This is an optimization exercise on Yosys and OpenROAD, whose aim is small area, a short achievable clock period and few clock cycles per item, not a production implementation.
In this exercise RTL edits were held to simulation tests only and were not proved equivalent to the original.

// cos_unit
module cos_unit (
    input  logic        clock,
    input  logic        arst_n,
    input  logic        clk_en,
    input  logic        start,
    input  logic [31:0] dataa,
    output logic [31:0] result,
    output logic        done
);
    localparam int M = 4;
    localparam int N = 10;
    logic [31:0]  fixed_angle;
    logic [N-1:0] dsel;
    logic [31:0]  cos_fixed;
    angle_to_fixed angle_to_fixed_inst (
        .angle       (dataa),
        .fixed_angle (fixed_angle),
        .dsel        (dsel)
    );
    cordic_rotator #(.M(M), .N(N)) cordic_rotator_inst (
        .clock       (clock),
        .arst_n      (arst_n),
        .clk_en      (clk_en),
        .start       (start),
        .fixed_angle (fixed_angle),
        .dsel        (dsel),
        .cos_fixed   (cos_fixed),
        .done        (done)
    );
    fixed_to_float fixed_to_float_inst (
        .cos_fixed (cos_fixed),
        .result    (result)
    );
endmodule
Settings: LEC_CHECK=0, ABC_AREA=1, CAP_MARGIN=20, CORE_MARGIN=2, CORE_UTILIZATION=45, SETUP_SLACK_MARGIN=4.8, SLEW_MARGIN=20, TNS_END_PERCENT=100; clock period 8.0 ns.
standard.sh (not shown) runs the stock make flow with config.mk's settings and CLKGATE_MAP_FILE= SYNTH_SCRIPT=/design/flow/synth_recipe.tcl, a recipe that flattens the netlist after the stock synthesis.
==> flow/flow/run.sh <==
#!/bin/bash
# Standard layout, but the port buffers are buf_2 cells instead of the delay
# buffers buffer_ports picks by default. Full tool output goes to standard_flow.log.
set -euo pipefail
bash standard.sh "BUFFER_PORTS_ARGS=-buffer_cell sky130_fd_sc_hd__buf_2" finish > standard_flow.log 2>&1
Testbench counts at the start, summed over its fixed seeds: cycles 7,168, items 512.
Next try:
SETUP_SLACK_MARGIN = 4.7   (was 4.8)
What happened:
- cell area is lower by a few percent
- via count is lower slightly
- worst setup slack is worse by 0.12 ns
- core utilization is lower by 1.4 points
- area after synthesis does not change
- count of clock-buffer cells in the layout is unchanged
- global-route usage is lower by 0.24 points
Next try:
ABC_AREA = 0   (was 1)
SETUP_SLACK_MARGIN = 4.8   (was 4.7)
After rerunning: The new run finished with timing, DRC and antenna clean; routed wire length goes down by 8.7%; hold slack is better by 0.0071 ns; synthesized cell count goes down by 37%; setup slack is worse by 0.63 ns; design area goes up by 8.7%; synthesized area goes down by 11%; first-iteration DRC count goes down by 14%.
Next try:
ABC_AREA = 1   (was 0)
CTS_BUF_LIST = sky130_fd_sc_hd__clkbuf_8   (was default)
=> Final area is lower by a few percent; first-iteration DRC count rises by a quarter to a third; worst setup slack is better by 0.72 ns; wire length increases by roughly a tenth; via count is higher by about a fifth; clock skew goes up by 0.012 ns; non-clock buffer count went down by 186; synthesized cell count came out higher by well over a third.
Next try:
CTS_BUF_LIST = default   (was sky130_fd_sc_hd__clkbuf_8)
GPL_ROUTABILITY_DRIVEN = 0   (was default)
The changed run completed with no timing, DRC or antenna violations.
Utilization falls by 0.15 points.
Synthesized cell count is unchanged.
Clock-buffer cell count increases by 2.
Fmax decreases by 0.58%.
Worst hold slack loses 0.013 ns.
Area after synthesis does not change.

## build 76
cos_unit again, from the RTL that the note above started with.
export LEC_CHECK = 0
export ABC_AREA = 1
export CAP_MARGIN = 20
export CORE_MARGIN = 2
export CORE_UTILIZATION = 45
export CTS_BUF_LIST = sky130_fd_sc_hd__clkbuf_4 sky130_fd_sc_hd__clkbuf_8
export SETUP_SLACK_MARGIN = 4.8
export SLEW_MARGIN = 20
export TNS_END_PERCENT = 100
create_clock -name core_clock -period 8.0 [get_ports {clock}]
Scripts as last shown in full above: flow/flow/run.sh
Testbench counts of build 76, summed over its fixed seeds: cycles 7,168, items 512.
> inputs changed (build 76 -> build 44)
- clearing CTS_BUF_LIST, which used to be sky130_fd_sc_hd__clkbuf_4 sky130_fd_sc_hd__clkbuf_8
- putting PLACE_DENSITY at 0.72 where nothing was set
==> summary.txt <==
Build 44 | status: complete | timing, DRC, antenna: pass
Build 44 vs build 76: final cell area excluding filler cells up slightly
Going from build 76 to build 44, final critical-path required period rose 14 ps, area added between synthesis and finish now sits higher, total track usage moved down.
Diff build 76 -> build 44 | met1 wire length | down by a little under 10%
Die outline height: build 76 vs build 44, no meaningful difference
Cmp build 76 and build 44 / sequential share of layout area / higher: build 76
For build 44, the critical-path cell with the highest stage delay was edfxtp_1, unlike build 76, where it was dfxtp_4.
Build 76 has a higher maximum frequency than build 44.
End point of the critical path = cordic_rotator_inst.z[23]: build 44; end point of the critical path = cordic_rotator_inst.x[23]: build 76
Input changes introduced in build 4 (baseline for comparison: build 44):
- clearing PLACE_DENSITY, which used to be 0.72
- swapping 1 for 0 in ABC_AREA
- swapping 4.8 for 4.5 in SETUP_SLACK_MARGIN
--- outcome ---
- [compare] base=build 44 new=build 4: amount of wire on met2 after detailed routing shows an increase of about 0.43%.
- In build 4 the combined area of the multi-input logic cells turned out 510 µm² higher than in build 44.
- Looking only at post-route clock period utilization, and setting everything else aside, the lower value of build 4 and build 44 goes to build 44.
- Build 4 vs build 44 — unique cell type count in the Yosys netlist climbed by more than half
- Build 4 has buffer count excluding the clock tree in the final layout above what build 44 had.
- Re met3 usage: build 44 was higher than build 4.
- Fraction of synthesized cell area in xor and xnor cells, build 4 and build 44: larger value in build 4

Starting RTL as in the previous note.
## cos_unit
module cos_unit (
    input  logic        clock,
    input  logic        arst_n,
    input  logic        clk_en,
    input  logic        start,
    input  logic [31:0] dataa,
    output logic [31:0] result,
    output logic        done
);
    localparam int M = 4;
    localparam int N = 10;
    logic [31:0]  fixed_angle;
    logic [N-1:0] dsel;
    logic [31:0]  cos_fixed;
    angle_to_fixed angle_to_fixed_inst (
        .angle       (dataa),
        .fixed_angle (fixed_angle),
        .dsel        (dsel)
    );
    cordic_rotator #(.M(M), .N(N)) cordic_rotator_inst (
        .clock       (clock),
        .arst_n      (arst_n),
        .clk_en      (clk_en),
        .start       (start),
        .fixed_angle (fixed_angle),
        .dsel        (dsel),
        .cos_fixed   (cos_fixed),
        .done        (done)
    );
    fixed_to_float fixed_to_float_inst (
        .cos_fixed (cos_fixed),
        .result    (result)
    );
endmodule
clock: 8.0 ns
lec_check: 0
abc_area: 1
cap_margin: 20
core_margin: 2
core_utilization: 45
setup_slack_margin: 4.8
slew_margin: 20
tns_end_percent: 50
Scripts as last shown in full above: flow/flow/run.sh
The first run completed with no timing, DRC or antenna violations.
Testbench counts at the start, summed over its fixed seeds: cycles 7,168, items 512.
Edit:
TNS_END_PERCENT = 20   (was 50)
The new run completed with no timing, DRC or antenna violations. Utilization came out lower by 0.20 points. Final cell count hardly moves.

## port drivers added, routing unchanged
How much do the figures lean on ideal ports? The routed layouts below were timed once more, with nothing changed but the port constraints.
Step 1 assumes that a clkbuf_16 drives the clock port and a buf_2 every other input.
Step 2 moves the port delays by t, midway between the first and last clock arrival at a register: inputs arrive t later, outputs are due t later. That takes back most of the time a late clock gives input paths.
Slacks: no drivers / after step 1 / after step 2; pairs: no drivers / after step 1.
| run | shift t [ns] | setup WS [ns] | worst setup path after step 2 | worst data-port slew with drivers (ns) |
|---|---|---|---|---|
| the first run of note 1 | 0.534 | 4.945 / 4.956 / 4.445 | input to register | 0.06 |
| the second run of note 1 | 0.538 | 4.822 / 4.822 / 4.322 | input to register | 0.06 |
| the third run of note 1 | 0.497 | 4.188 / 4.188 / 4.188 | register to register | 0.05 |
| the fourth run of note 1 | 0.615 | 4.910 / 4.913 / 4.326 | input to register | 0.06 |
| the fifth run of note 1 | 0.520 | 4.892 / 4.892 / 4.457 | input to register | 0.04 |
| build 76 | 0.609 | 4.908 / 4.908 / 4.331 | input to register | 0.06 |
| build 44 | 0.514 | 4.894 / 4.894 / 4.549 | input to register | 0.04 |
| build 4 | 0.504 | 4.193 / 4.193 / 4.126 | input to register | 0.05 |
| the first run of note 3 | 0.536 | 4.878 / 4.878 / 4.417 | input to register | 0.06 |
| the second run of note 3 | 0.534 | 4.840 / 4.840 / 4.428 | input to register | 0.06 |
After both steps every run listed still meets setup and hold. For the fourth run of note 1, which loses most, drivers alone change the setup slack by +0.003 ns; drivers and shift together by -0.584 ns.
